Context: an optimization exercise on an open-source flow, tuned for small area and a short achievable clock period. The choices shown serve that exercise and are no tape-out recipe.
Where RTL was checked, it was by simulation tests only, not by an equivalence proof against the original.
Power and IR drop assume default switching activity.

Design dmem_sized, start of the top module:
module dmem_sized #(
    parameter int DEPTH   = 64,
    parameter int LATENCY = 1,
    parameter int AW      = 32
) (
    input  logic          clk,
    input  logic          reset,
    input  logic          req,
    input  logic          we,
    input  logic [1:0]    size,
    input  logic          uns,
    input  logic [AW-1:0] addr,
    input  logic [31:0]   wd,
    output logic [31:0]   rd,
    output logic          stall,
    output logic          done,
    output logic          misalign
);
export LEC_CHECK = 0
export CAP_MARGIN = 20
export CORE_MARGIN = 2
export CORE_UTILIZATION = 55
export CTS_CLUSTER_DIAMETER = 60
export CTS_CLUSTER_SIZE = 24
export SETUP_SLACK_MARGIN = 2.2
export SLEW_MARGIN = 20
export SYNTH_HIERARCHICAL = 1
create_clock -name core_clock -period 4.5 [get_ports {clk}]
standard.sh (not shown) runs the stock make flow with config.mk's settings and CLKGATE_MAP_FILE= SYNTH_SCRIPT=/design/flow/synth_recipe.tcl, a recipe that flattens the netlist after the stock synthesis.
==> flow/flow/run.sh <==
#!/bin/bash
# The standard layout (standard.sh), except that the input and output ports are
# buffered with a plain buffer: left to itself, buffer_ports picks a delay cell
# (clkdlybuf4s50_1) on this platform, which puts about 0.5 ns on every port path.
set -euo pipefail
export BUFFER_PORTS_ARGS="-buffer_cell sky130_fd_sc_hd__buf_2"
bash standard.sh > standard.log 2>&1
Next try:
SETUP_SLACK_MARGIN = 2.0   (was 2.2)
The new run went through all stages and came out clean.
Design area decreases slightly.
Routed wire length decreases by a few percent.
Via count decreases slightly.
Non-clock buffer count decreases by 12.
Power decreases slightly.
Synthesized area does not change.
Clock power barely changes.
Cell count is about the same.
First-iteration DRC count decreases by roughly a tenth.
Hold slack is worse by 0.086 ns.

* * *

Setup of yarrow:
The RTL this note starts from:
==> flow/design.v <==
module dmem_sized #(
    parameter int DEPTH   = 64,
    parameter int LATENCY = 1,
    parameter int AW      = 32
) (
    input  logic          clk,
    input  logic          reset,
    input  logic          req,
    input  logic          we,
    input  logic [1:0]    size,
    input  logic          uns,
    input  logic [AW-1:0] addr,
    input  logic [31:0]   wd,
    output logic [31:0]   rd,
    output logic          stall,
    output logic          done,
    output logic          misalign
);
    localparam int IW = $clog2(DEPTH);
    logic             b1, b2, done_q, pw;
    logic             busy_q;      
    logic             open_q;      
    logic             idle;
    logic             legal;
    logic             accept;
    logic             l_we, l_uns;
    logic [1:0]       l_size;
    logic [1:0]       l_addr;      
    logic [DEPTH-1:0] row;         
    logic [31:0]      l_wd;
    logic [31:0]      rd_q;
    logic [3:0]       keep;
    logic [DEPTH-1:0] row_d;
    logic [DEPTH-1:0] wsel, whld;
    logic [31:0]      mem [0:DEPTH-1];
    logic [31:0]      mem_d [0:DEPTH-1];
    logic [31:0]      rword;
    logic [31:0]      ldata;
    logic             unused_addr_hi;
    assign unused_addr_hi = ^addr[AW-1:IW+2];
    assign legal  = (size == 2'b00) | ((size == 2'b01) & ~addr[0]) |
                    ((size == 2'b10) & (addr[1:0] == 2'b00));
    assign idle   = ~b1 & ~b2;
    assign accept = open_q & req & legal;
    assign rd       = rd_q;
    assign done     = done_q;
    assign stall    = busy_q | (open_q & req & legal);
    assign misalign = open_q & req & ~legal;
    always_ff @(posedge clk) begin
        if (reset) begin
            b1     <= 1'b0;
            b2     <= 1'b0;
            done_q <= 1'b0;
            pw     <= 1'b0;
            busy_q <= 1'b0;
            open_q <= 1'b1;
        end else begin
            b1     <= accept;
            b2     <= b1;
            done_q <= b2;
            pw     <= b2 & l_we;
            busy_q <= accept | b1;
            open_q <= ~accept & ~b1 & ~b2;
        end
    end
    always_comb begin
        keep = 4'b0000;
        if (l_we)
            case (l_size)
                2'b00:   keep = 4'b0001 << l_addr[1:0];
                2'b01:   keep = l_addr[1] ? 4'b1100 : 4'b0011;
                default: keep = 4'b1111;
            endcase
    end
    always_ff @(posedge clk) begin
        if (idle) begin
            l_we   <= we;
            l_uns  <= uns;
            l_size <= size;
            l_addr <= addr[1:0];
            row    <= row_d;
            case (size)
                2'b00:   l_wd <= {4{wd[7:0]}};
                2'b01:   l_wd <= {2{wd[15:0]}};
                default: l_wd <= wd;
            endcase
        end else if (b1) begin
            for (int i = 0; i < 4; i++)
                if (!keep[i]) l_wd[8*i +: 8] <= rword[8*i +: 8];
        end
    end
    always_comb
        for (int w = 0; w < DEPTH; w++)
            row_d[w] = (addr[IW+1:2] == IW'(w));
    for (genvar i = 0; i < 32; i++) begin : g_rcol
        logic [DEPTH-1:0] col;
        for (genvar w = 0; w < DEPTH; w++) begin : g_c
            assign col[w] = mem[w][i];
        end
        dmem_sized_rcol #(.N(DEPTH)) u_rcol (.d(col), .s(row), .y(rword[i]));
    end
    always_comb begin
        logic [7:0]  b;
        logic [15:0] h;
        case (l_addr[1:0])
            2'd0:    b = l_wd[7:0];
            2'd1:    b = l_wd[15:8];
            2'd2:    b = l_wd[23:16];
            default: b = l_wd[31:24];
        endcase
        h = l_addr[1] ? l_wd[31:16] : l_wd[15:0];
        case (l_size)
            2'b00:   ldata = l_uns ? {24'd0, b} : {{24{b[7]}}, b};
            2'b01:   ldata = l_uns ? {16'd0, h} : {{16{h[15]}}, h};
            default: ldata = l_wd;
        endcase
    end
    always_ff @(posedge clk) begin
        if (reset)              rd_q <= 32'd0;
        else if (b2 && !l_we)   rd_q <= ldata;
    end
    assign wsel = row & {DEPTH{pw}};
    assign whld = ~wsel;
    for (genvar w = 0; w < DEPTH; w++) begin : g_word
        for (genvar i = 0; i < 32; i++) begin : g_bit
            dmem_sized_hold u_nx (.q(mem[w][i]), .h(whld[w]), .s(wsel[w]), .d(l_wd[i]),
                                  .y(mem_d[w][i]));
        end
        always_ff @(posedge clk) mem[w] <= mem_d[w];
    end
endmodule
module dmem_sized_hold (
    input  logic q,
    input  logic h,
    input  logic s,
    input  logic d,
    output logic y
);
    assign y = (q & h) | (d & s);
endmodule
module dmem_sized_rcol #(
    parameter int N = 64
) (
    input  logic [N-1:0] d,
    input  logic [N-1:0] s,
    output logic         y
);
    localparam int G3 = N / 3;             
    localparam int R  = N - 3 * G3;        
    localparam int G  = G3 + (R != 0);     
    localparam int G4 = (G + 3) / 4;       
    localparam int G2 = (G4 + 1) / 2;      
    logic [G-1:0]  gn;                     
    logic [G4-1:0] t;                      
    logic [G2-1:0] u;                      
    for (genvar g = 0; g < G3; g++) begin : g_aoi
        dmem_sized_aoi3 u_aoi (.a(d[3*g]), .sa(s[3*g]), .b(d[3*g+1]), .sb(s[3*g+1]),
                               .c(d[3*g+2]), .sc(s[3*g+2]), .y(gn[g]));
    end
    if (R == 1) begin : g_r1
        dmem_sized_nand #(.N(2)) u_r (.a({d[N-1], s[N-1]}), .y(gn[G3]));
    end else if (R == 2) begin : g_r2
        assign gn[G3] = ~((d[N-2] & s[N-2]) | (d[N-1] & s[N-1]));
    end
    for (genvar k = 0; k < G4; k++) begin : g_nand
        localparam int K = (G - 4 * k < 4) ? G - 4 * k : 4;
        dmem_sized_nand #(.N(K)) u_n (.a(gn[4*k +: K]), .y(t[k]));
    end
    for (genvar k = 0; k < G2; k++) begin : g_nor
        localparam int K = (G4 - 2 * k < 2) ? G4 - 2 * k : 2;
        dmem_sized_nor #(.N(K)) u_n (.a(t[2*k +: K]), .y(u[k]));
    end
    dmem_sized_nand #(.N(G2)) u_y (.a(u), .y(y));
endmodule
module dmem_sized_aoi3 (
    input  logic a,
    input  logic sa,
    input  logic b,
    input  logic sb,
    input  logic c,
    input  logic sc,
    output logic y
);
    assign y = ~((a & sa) | (b & sb) | (c & sc));
endmodule
module dmem_sized_nand #(
    parameter int N = 2
) (
    input  logic [N-1:0] a,
    output logic         y
);
    assign y = ~&a;
endmodule
module dmem_sized_nor #(
    parameter int N = 2
) (
    input  logic [N-1:0] a,
    output logic         y
);
    assign y = ~|a;
endmodule
Settings: LEC_CHECK=0, CAP_MARGIN=20, CORE_MARGIN=2, CORE_UTILIZATION=55, CTS_CLUSTER_DIAMETER=60, CTS_CLUSTER_SIZE=24, SETUP_SLACK_MARGIN=2.0, SLEW_MARGIN=20, SYNTH_HIERARCHICAL=1; clock period 4.5 ns.
Scripts as last shown in full above: flow/flow/run.sh
> inputs changed (yarrow -> indigo)
# yarrow
export LEC_CHECK = 0
export CAP_MARGIN = 20
export CORE_MARGIN = 2
export CORE_UTILIZATION = 55
export CTS_CLUSTER_DIAMETER = 60
export CTS_CLUSTER_SIZE = 24
export SETUP_SLACK_MARGIN = 2.0
export SLEW_MARGIN = 20
export SYNTH_HIERARCHICAL = 1
create_clock -name core_clock -period 4.5 [get_ports {clk}]
# indigo
export LEC_CHECK = 0
export CAP_MARGIN = 20
export CORE_MARGIN = 2
export CORE_UTILIZATION = 55
export SETUP_SLACK_MARGIN = 2.0
export SLEW_MARGIN = 20
export SYNTH_HIERARCHICAL = 1
create_clock -name core_clock -period 4.5 [get_ports {clk}]
==> flow/run.sh (new file) <==
#!/bin/bash
# synth_recipe.tcl (not shown) runs the flow's synth.tcl, then flattens the netlist and writes it again
# the make line also repeats each setting of config.mk as NAME=value (left out here)
make -C /OpenROAD-flow-scripts/flow DESIGN_CONFIG=/design/flow/config.mk WORK_HOME=/design/flow/orfs CLKGATE_MAP_FILE= SYNTH_SCRIPT=/design/flow/synth_recipe.tcl finish
removed: flow/flow/run.sh
removed: flow/standard.sh
--- outcome ---
- indigo -> yarrow: detailed-route wire length per cell flat
- yarrow → indigo: longest individual stage delay on the worst path picked up an extra 0.13 ns, synthesis-to-finish area growth climbed 4.3 points, depth of the critical timing path with buffers and inverters included saw an increase, via count has increased, post-route worst hold slack fell 0.016 ns.
- Fraction of final layout cells with drive strength greater than 1 ends up lower on yarrow.
- NOTE leakage power total yarrow->indigo increased by a few percent
- indigo has total power above what yarrow had.
- Post-placement cell area: indigo vs yarrow up 0.46%
- indigo went all the way through synthesis, placement and routing and the layout is clean on timing, DRC and antenna.
No run of this note included a check of the RTL's function; only the layout flow was run.

[afterwards: timing with drivers on the ports]
How much do the figures lean on ideal ports? The routed layouts below were timed once more, with nothing changed but the port constraints. Step 1 (the two cells are an assumption about what drives the block):
set clk [get_ports {clk}]
set_driving_cell -lib_cell sky130_fd_sc_hd__clkbuf_16 $clk
set_driving_cell -lib_cell sky130_fd_sc_hd__buf_2 [delete_from_list [all_inputs] $clk]
Step 2 times the ports against the registers' clock, not the clock port: input delays grow and output delays shrink by t, the midpoint of the rising clock arrivals with the driver on. Three values: ideal, step 1, step 2; two values: the first two.
run	t (ns)	setup slack, ns	worst hold slack (ns)	latest minus earliest clock arrival (ns)	cell pins on the clock port's net
the first run of note 1	0.871	1.997 / 1.917 / 1.872	0.388 / 0.342 / 0.476	0.035 / 0.035	1
the second run of note 1	0.876	1.906 / 1.899 / 1.906	0.301 / 0.247 / 0.487	0.038 / 0.038	1
yarrow	0.879	1.407 / 1.407 / 1.125	0.277 / 0.210 / 0.489	0.028 / 0.027	1
indigo	0.901	1.244 / 1.244 / 1.244	0.260 / 0.221 / 0.485	0.029 / 0.029	1
After both steps every run listed still meets setup and hold. For yarrow, which loses most, drivers alone change the setup slack by 0.000 ns; drivers and shift together by -0.282 ns.
